This design comes from an exercise in tuning for small area on the open sky130 flow, not from production work. In this exercise RTL edits were held to simulation tests only and were not proved equivalent to the original. Power figures rest on the tool's default switching activity, not on a simulated workload.

--- flow/design.v ---
`default_nettype none
package stepper_pkg;
  typedef enum logic [7:0] {
    COORDINATED_STEP = 8'h01,
    MOTOR_ENABLE     = 8'h0a,
    MOTOR_BRAKE      = 8'h0b,
    CLK_DIVISOR      = 8'h20,
    API_VERSION      = 8'hfe
  } cmd_e;
  typedef struct packed {
    logic [2-1:0]                dir;        
    logic [32-1:0]             duration;   
    logic [2-1:0][64-1:0] increment;
    logic [2-1:0][64-1:0] increment_increment;   
  } move_t;
  typedef struct packed {
    logic [2-1:0] step;
    logic [2-1:0] dir;
    logic [2-1:0] enable;
    logic [2-1:0] brake;
  } motor_ctrl_t;
endpackage
`default_nettype wire
`timescale 1ns/10ps
`default_nettype none
module tick_divider (
  input  wire                      CLK,
  input  wire                      resetn,
  input  wire [8-1:0]  divisor,
  output logic                     tick
);
  logic [8-1:0] count;
  always_ff @(posedge CLK) begin
    if (resetn) begin
      count <= '0;
      tick  <= 1'b0;
    end else if (count == '0) begin
      count <= divisor;   
      tick  <= 1'b1;
    end else begin
      count <= count - 1'b1;
      tick  <= 1'b0;
    end
  end
endmodule
`default_nettype wire
`timescale 1ns/10ps
`default_nettype none
module dda_axis (
  input  wire                       CLK,
  input  wire                       resetn,
  input  wire                       tick,
  input  wire                       loading_move,
  input  wire                       executing_move,
  input  wire  [64-1:0]      increment,
  input  wire  [64-1:0]      increment_increment,
  input  wire                       dir,
  output logic                      step,
  output logic signed [32-1:0] position
);
  logic [64-1:0] acc;
  logic [64-1:0] rate;   
  logic [64:0]   sum;    
  assign sum = {1'b0, acc} + {1'b0, rate};
  always_ff @(posedge CLK) begin
    if (resetn) begin
      acc      <= '0;
      rate     <= '0;
      step     <= 1'b0;
      position <= '0;
    end else begin
      step <= 1'b0;
      if (loading_move) begin
        acc  <= '0;
        rate <= increment;
      end else if (tick && executing_move) begin
        acc  <= sum[64-1:0];
        rate <= rate + increment_increment;
        step <= sum[64];
        if (sum[64])
          position <= dir ? position + 1'b1 : position - 1'b1;
      end
    end
  end
endmodule
`default_nettype wire
`timescale 1ns/10ps
`default_nettype none
module move_queue
(
  input  wire        CLK,
  input  wire        resetn,
  input  wire        tick,
  input  wire        halt,
  input  wire        push,
  input  stepper_pkg::move_t move,
  output logic       buffer_dtr,
  output logic       loading_move,
  output logic       executing_move,
  output stepper_pkg::move_t active_move,
  output logic       move_done
);
  localparam int IDX_BITS = $clog2(2);
  localparam int CNT_BITS = $clog2(2 + 1);
  typedef enum logic {
    IDLE,
    RUN
  } state_e;
  state_e                    state;
  logic [2 + 32 + 2 * 2 * 64 - 1:0] slots [2];
  stepper_pkg::move_t        rd_slot;
  logic [IDX_BITS-1:0]       wr_idx;
  logic [IDX_BITS-1:0]       rd_idx;
  logic [CNT_BITS-1:0]       fill;        
  logic [32-1:0] remaining;   
  logic                      tick_en;
  logic                      last_tick;
  logic                      do_push;
  logic                      do_load;
  assign tick_en        = tick & ~loading_move;
  assign last_tick      = (state == RUN) && tick_en && (remaining <= 32'(1));
  assign executing_move = (state == RUN);
  assign buffer_dtr     = (fill < CNT_BITS'(2));
  assign do_push        = push & buffer_dtr;   
  assign do_load        = (state == IDLE) && tick && (fill != '0);
  assign move_done      = last_tick & ~halt;
  assign rd_slot        = slots[rd_idx];
  always_ff @(posedge CLK) begin
    if (resetn) begin
      state           <= IDLE;
      wr_idx          <= '0;
      rd_idx          <= '0;
      fill            <= '0;
      remaining       <= '0;
      loading_move    <= 1'b0;
      active_move.dir <= '0;
    end else if (halt) begin
      state        <= IDLE;
      rd_idx       <= wr_idx;
      fill         <= '0;
      loading_move <= 1'b0;
    end else begin
      loading_move <= do_load;
      if (do_push) begin
        slots[wr_idx] <= move;
        wr_idx <= (wr_idx == IDX_BITS'(2 - 1)) ? '0 : wr_idx + 1'b1;
      end
      fill <= fill + CNT_BITS'(do_push) - CNT_BITS'(last_tick);
      if (do_load) begin
        state       <= RUN;
        remaining   <= rd_slot.duration;
        active_move <= rd_slot;
      end else if (last_tick) begin
        state  <= IDLE;
        rd_idx <= (rd_idx == IDX_BITS'(2 - 1)) ? '0 : rd_idx + 1'b1;
      end else if ((state == RUN) && tick_en) begin
        remaining <= remaining - 1'b1;
      end
    end
  end
endmodule
`default_nettype wire
`timescale 1ns/10ps
`default_nettype none
module word_parser
(
  input  wire                              CLK,
  input  wire                              resetn,
  input  wire        [64-1:0]      word_data_received,
  input  wire                              word_received,
  output logic       [64-1:0]      word_send_data,
  input  wire [2-1:0][32-1:0] position,
  output logic                             push,
  output stepper_pkg::move_t               move,
  output logic       [2-1:0]     enable,
  output logic       [2-1:0]     brake,
  output logic       [8-1:0]   divisor
);
  logic              word_received_q;
  logic              word_rise;
  logic [7:0]        message_header;
  logic [7:0]        word_count;
  logic              in_move;
  logic [7:0]        header_cmd;
  logic signed [32-1:0] pos_snap [2];   
  assign word_rise  = word_received & ~word_received_q;
  assign in_move    = (message_header == stepper_pkg::COORDINATED_STEP);
  assign header_cmd = word_data_received[64-1 -: 8];
  always_ff @(posedge CLK) begin
    if (word_rise) begin
      if (!in_move) begin
        if (header_cmd == stepper_pkg::COORDINATED_STEP) begin
          move.dir <= word_data_received[2-1:0];
          for (int n = 0; n < 2; n++) begin
            pos_snap[n] <= position[n];
          end
        end
      end else begin
        if (word_count == 8'd1)
          move.duration <= word_data_received[32-1:0];
        for (int n = 0; n < 2; n++) begin
          if (word_count == 8'(2 * n + 2))
            move.increment[n] <= word_data_received[64-1:0];
          if (word_count == 8'(2 * n + 3))
            move.increment_increment[n] <= word_data_received[64-1:0];
        end
      end
    end
  end
  always_ff @(posedge CLK) begin
    if (resetn) begin
      word_received_q <= 1'b0;
      message_header  <= 8'd0;
      word_count      <= 8'd0;
      word_send_data  <= '0;
      push            <= 1'b0;
      enable          <= '0;
      brake           <= '0;
      divisor         <= 8'(32);
    end else begin
      word_received_q <= word_received;
      push            <= 1'b0;   
      if (word_rise) begin
        word_send_data <= '0;
        if (!in_move) begin
          message_header <= header_cmd;
          word_count     <= 8'd1;
          case (header_cmd)
            stepper_pkg::MOTOR_ENABLE: enable  <= word_data_received[2-1:0];
            stepper_pkg::MOTOR_BRAKE:  brake   <= word_data_received[2-1:0];
            stepper_pkg::CLK_DIVISOR:  divisor <= word_data_received[8-1:0];
            stepper_pkg::API_VERSION: begin
              word_send_data[31:0] <= {8'd0, 8'd1,
                                       8'd0, 8'd3};
            end
            default: ;   
          endcase
        end else begin
          word_count <= word_count + 8'd1;
          if (word_count == 8'd1)
            word_send_data <= pos_snap[0];   
          for (int n = 0; n < 2; n++) begin
            if (word_count == 8'(2 * n + 3)) begin
              if (n < 2 - 1) begin
                word_send_data <= pos_snap[n+1];
              end else begin
                push           <= 1'b1;   
                message_header <= 8'd0;
                word_count     <= 8'd0;
              end
            end
          end
        end
      end
    end
  end
endmodule
`default_nettype wire
`timescale 1ns/10ps
`default_nettype none
module stepper_ctrl_top
(
  input  wire                    CLK,
  input  wire                    resetn,
  input  wire [64-1:0]   word_data_received,
  input  wire                    word_received,
  output logic [64-1:0]  word_send_data,
  output logic                   buffer_dtr,
  output logic                   move_done,
  input  wire                    halt,
  output stepper_pkg::motor_ctrl_t motor
);
  stepper_pkg::move_t         push_move;
  stepper_pkg::move_t         active_move;
  logic                       push;
  logic                       tick;
  logic                       loading_move;
  logic                       executing_move;
  logic [2-1:0]     enable;
  logic [2-1:0]     brake;
  logic [2-1:0]     step;
  logic [8-1:0]   divisor;
  logic [2-1:0][32-1:0] position;
  word_parser u_parser (
    .CLK                (CLK),
    .resetn             (resetn),
    .word_data_received (word_data_received),
    .word_received      (word_received),
    .word_send_data     (word_send_data),
    .position           (position),
    .push               (push),
    .move               (push_move),
    .enable             (enable),
    .brake              (brake),
    .divisor            (divisor)
  );
  move_queue u_queue (
    .CLK            (CLK),
    .resetn         (resetn),
    .tick           (tick),
    .halt           (halt),
    .push           (push),
    .move           (push_move),
    .buffer_dtr     (buffer_dtr),
    .loading_move   (loading_move),
    .executing_move (executing_move),
    .active_move    (active_move),
    .move_done      (move_done)
  );
  tick_divider u_divider (
    .CLK     (CLK),
    .resetn  (resetn),
    .divisor (divisor),
    .tick    (tick)
  );
  for (genvar i = 0; i < 2; i++) begin : g_axis
    dda_axis u_axis (
      .CLK                 (CLK),
      .resetn              (resetn),
      .tick                (tick),
      .loading_move        (loading_move),
      .executing_move      (executing_move),
      .increment           (active_move.increment[i]),
      .increment_increment (active_move.increment_increment[i]),
      .dir                 (active_move.dir[i]),
      .step                (step[i]),
      .position            (position[i])
    );
  end
  assign motor = {step, active_move.dir, enable, brake};
endmodule
`default_nettype wire
--- flow/run.sh ---
#!/bin/bash
# synth_recipe.tcl (not shown) runs the flow's synth.tcl, then flattens the netlist and writes it again
# the make line also repeats each setting of config.mk as NAME=value (left out here)
make -C /OpenROAD-flow-scripts/flow DESIGN_CONFIG=/design/flow/config.mk WORK_HOME=/design/flow/orfs CLKGATE_MAP_FILE= SYNTH_SCRIPT=/design/flow/synth_recipe.tcl finish
--- flow/config.mk ---
export PLATFORM = sky130hd
export DESIGN_NAME = stepper_ctrl_top
export DESIGN_NICKNAME = stepper_ctrl_top
export VERILOG_FILES = /design/flow/design.v
export SDC_FILE = /design/flow/constraint.sdc
export NUM_CORES = 4
export LEC_CHECK = 0
export CAP_MARGIN = 20
export CORE_MARGIN = 2
export CORE_UTILIZATION = 40
export SLEW_MARGIN = 20
--- flow/constraint.sdc ---
create_clock -name core_clock -period 7.0 [get_ports {CLK}]
set_input_delay 1.4000 -clock core_clock [delete_from_list [all_inputs] [get_ports {CLK}]]
set_output_delay 1.4000 -clock core_clock [all_outputs]
set_load 0.01 [all_outputs]
==> flow_summary.yaml <==
outcome:
  outcome: "complete, no violations"
layout:
  final_util_pct: 45.24
  drive_gt1_share_pct: 10.32
  layout.cells.non_filler: 8745
  nets: 6540
  area_growth_pct: 12.47
  final.fill_count: 16550
power:
  power_mw: 19.18
  leakage_nw: 30.46
  powerDensity_nw_per_um2: 231.8
  vdd_ir_drop_max_v: 0.0002128
clocking:
  postCtsSetupRepairBufs: 0
  clkTransAtPathRegs_ns: 0.06
  cts.sinks: 1624
  cts.htree.levels: 4
  cts_tree: "yes"
  cts-hold-fix-buffers: 0
  clock_latency_ns: 0.80
  numCtsBuffers: 162
  cts_resized: 0
  clockRootBuffer: "clkbuf_16"
  clock_path_buffers: 3
global_routing:
  grt_pass1_wl_microns: 273100
  grt_max_degree: 135
  track_usage_pct: 18.76
  antenna_found_initial: 20
  grt_overflow_total: 0
  grt_pass1_vias: 46900
sta:
  hold_viol: 0
  tightest_slew_ns: 1.094
  skew_ns: 0.03198
  setup_viol: 0
  whs_ns: 0.4331
  post-route-min-period_ns: 5.025
  fmax_ghz: 0.1990
  slew_headroom_pct: 26.40
  fin_crit_sh_pct: 71.79
  rsz0062_at_grt: "no"
  finalSetupTns_ns: 0
  drv_slew: 0
placement:
  detailed_place_hpwl_microns: 118400
  place_congestion: 0.9312
  dp_cells: 8442
  portBuffers: 141
synth:
  yosys.cell_count.top_type: "edfxtp_1"
  yosysUniqueCellTypes: 96
  synthesis.nets: 6507
  netlist_top_cells_count: "edfxtp_1, a21oi_1, nand2_1"
  synth.avg_cell_area_sq_um: 12.04
  netlist_instances: 6109
  yosys.area.top_type: "edfxtp_1"
  synth.ff_latch_count: 1624
  yosysWarningCount: 5
  synthArstFlopShare_pct: 0
  synthTopCellsByArea: "edfxtp_1, dfxtp_1, ha_1, mux2_2, a21oi_1"
  yosysTopAreaCellShare_pct: 48.58
  synth_seq_area_share_pct: 60.39
  synth_edf_count: 1190
  syn-cell-area_sq_um: 73560
  synthFlopType: "edfxtp_1"
setup_path:
  required_ns: 5.60
  path_class: "register to output port"
  crit_fanout: 5
  r2r_slack_ns: 2.01
  arrival_ns: 3.62
  critPathLaunchType: "register"
  end_kind: "output port"
detailed_routing:
  drtIter0Drc: 4154
  firstDrtPassIters: 6
  drtAntennaViolNets: 0
  via_count: 47620
  route.detailed.drc: 0
  wire_per_inst_microns: 20.38
  avgViaCountPerCell: 5.445
  drt-total-wl_microns: 178200
min_path:
  hp-class: "register to register"
flow_run:
  max_cap_violations: 0
floorplanning:
  num_rows: 157
  dieHeight_microns: 432.8
  die_w_microns: 432.8
  ios: 142
  die_area_sq_um: 187300
  coreArea_sq_um: 182900
  initial_core_util_pct: 40.22
[cell type report]
cell class                 instances  area, sq um  share of cell area [%]
sequential                      1624        44430                   53.70
multi-input combinational       4038        27390                   33.10
clock buffer                     209         4464                   5.396
tap                             2464         3083                   3.726
timing repair buffer             206         2079                   2.513
clock inverter                    93        873.3                   1.056
inverter                         110        412.9                  0.4991
antenna                            1        2.502                0.003025
[logic make-up (layout without fill, tap and decap cells)]
group	Yosys count	in the layout	synth area share, %
muxes	340	340	5.071
buffers and inverters	447	618	2.538
adders and majority gates	330	330	5.674
AOI/OAI and AO/OA	1596	1596	13.82
other	0	1	0
DFF	1624	1624	60.39
xor gates and xnor gates	301	301	3.584
and+or+nand+nor	1471	1471	8.921
[through the flow]
step	cell area, sq um	worst slack [ns]
CTS	82730	1.938
finish	82730	1.975
detailed placement	77390	2.049
global route	82730	1.685
floorplan	73630	-1.356
global placement	77390	2.102
[registers in the layout, summed over array words and instances, names as in the netlist, 8 cells and up, named ones only]
signal                   cells
u_divider.count              8
g_axis.u_axis.acc          128
u_parser.move              290
u_parser.divisor             8
u_queue.slots              580
u_parser.word_send_data     32
g_axis.u_axis.position      64
u_queue.active_move        258
u_queue.remaining           32
u_parser.word_count          8
u_parser.message_header      8
u_parser.pos_snap           64
g_axis.u_axis.rate         128
[per-layer routing]
layer	GRT usage [%]	vias to the layer above	wire (microns)
met2	31.59	1165	85290
met4	5.468	12	4246
met5	0	-	73
met1	25.17	23320	80090
met3	2.551	271	8478
li1	-	22850	-
[final timing paths]
check / startpoint / end / cells after the start
min: u_parser.move[153] / u_queue.slots[0][153] / 0
max: u_queue.remaining[23] / move_done / 7
max reg2reg: g_axis[0].u_axis.rate[0] / g_axis[0].u_axis.position[17] / 15
min reg2reg: u_parser.move[153] / u_queue.slots[0][153] / 0
[layout by cell type, fill, tap and decap left out, types with 51 or more instances in the layout]
master           synthesis  final
nand3_1                 78     78
nand4_1                 72     72
inv_1                  109    109
a21o_1                 219    219
a21oi_1                580    580
nand2_1                521    520
edfxtp_1              1190   1190
buf_4                   39     51
o21bai_1                59     59
nor2_1                 485    477
clkdlybuf4s50_1          0    140
clkbuf_16                0    165
nor3_1                  88     84
o21ai_0                235    235
xor2_1                 135    135
dfxtp_1                434    432
mux2i_1                 79     79
ha_1                   324    324
o21ai_1                 68     68
mux2_2                 261    261
a211oi_1                62     62
xnor2_1                166    166
[worst max-delay path, stage by stage (launching register included)]
cell and delay, ns:
dfxtp_1 0.35, nor3_1 0.39, nand2b_1 0.20, or3_1 0.41, nor3_1 0.35, nand4_1 0.32
nor3_1 0.24, clkdlybuf4s50_1 0.58
[report_power, final]
group,switching (mW),internal [mW]
registers,0.0199,10.2
clock network,3.77,4.86
logic,0.195,0.0933

==> re-timing with driven ports <==
Ports are ideal in the flow. The routed layout listed here was re-timed in OpenROAD.
Step 1: set_driving_cell puts a clkbuf_16 on CLK and a buf_2 on each other input, an assumption about the parent block.
Step 2, shift: input delay + t, output delay - t, t = (earliest + latest rising clock arrival at the registers) / 2. This alone moves slack from input paths to output paths.
Slacks: no drivers / after step 1 / after step 2; pairs: no drivers / after step 1.
shift t [ns]: 0.867
setup slack, ns: 1.975 / 1.892 / 2.013
worst data-port slew with drivers (ns): 0.14
After both steps setup and hold are still met in this run. For this run, drivers alone change the setup slack by -0.083 ns; drivers and shift together by +0.038 ns.
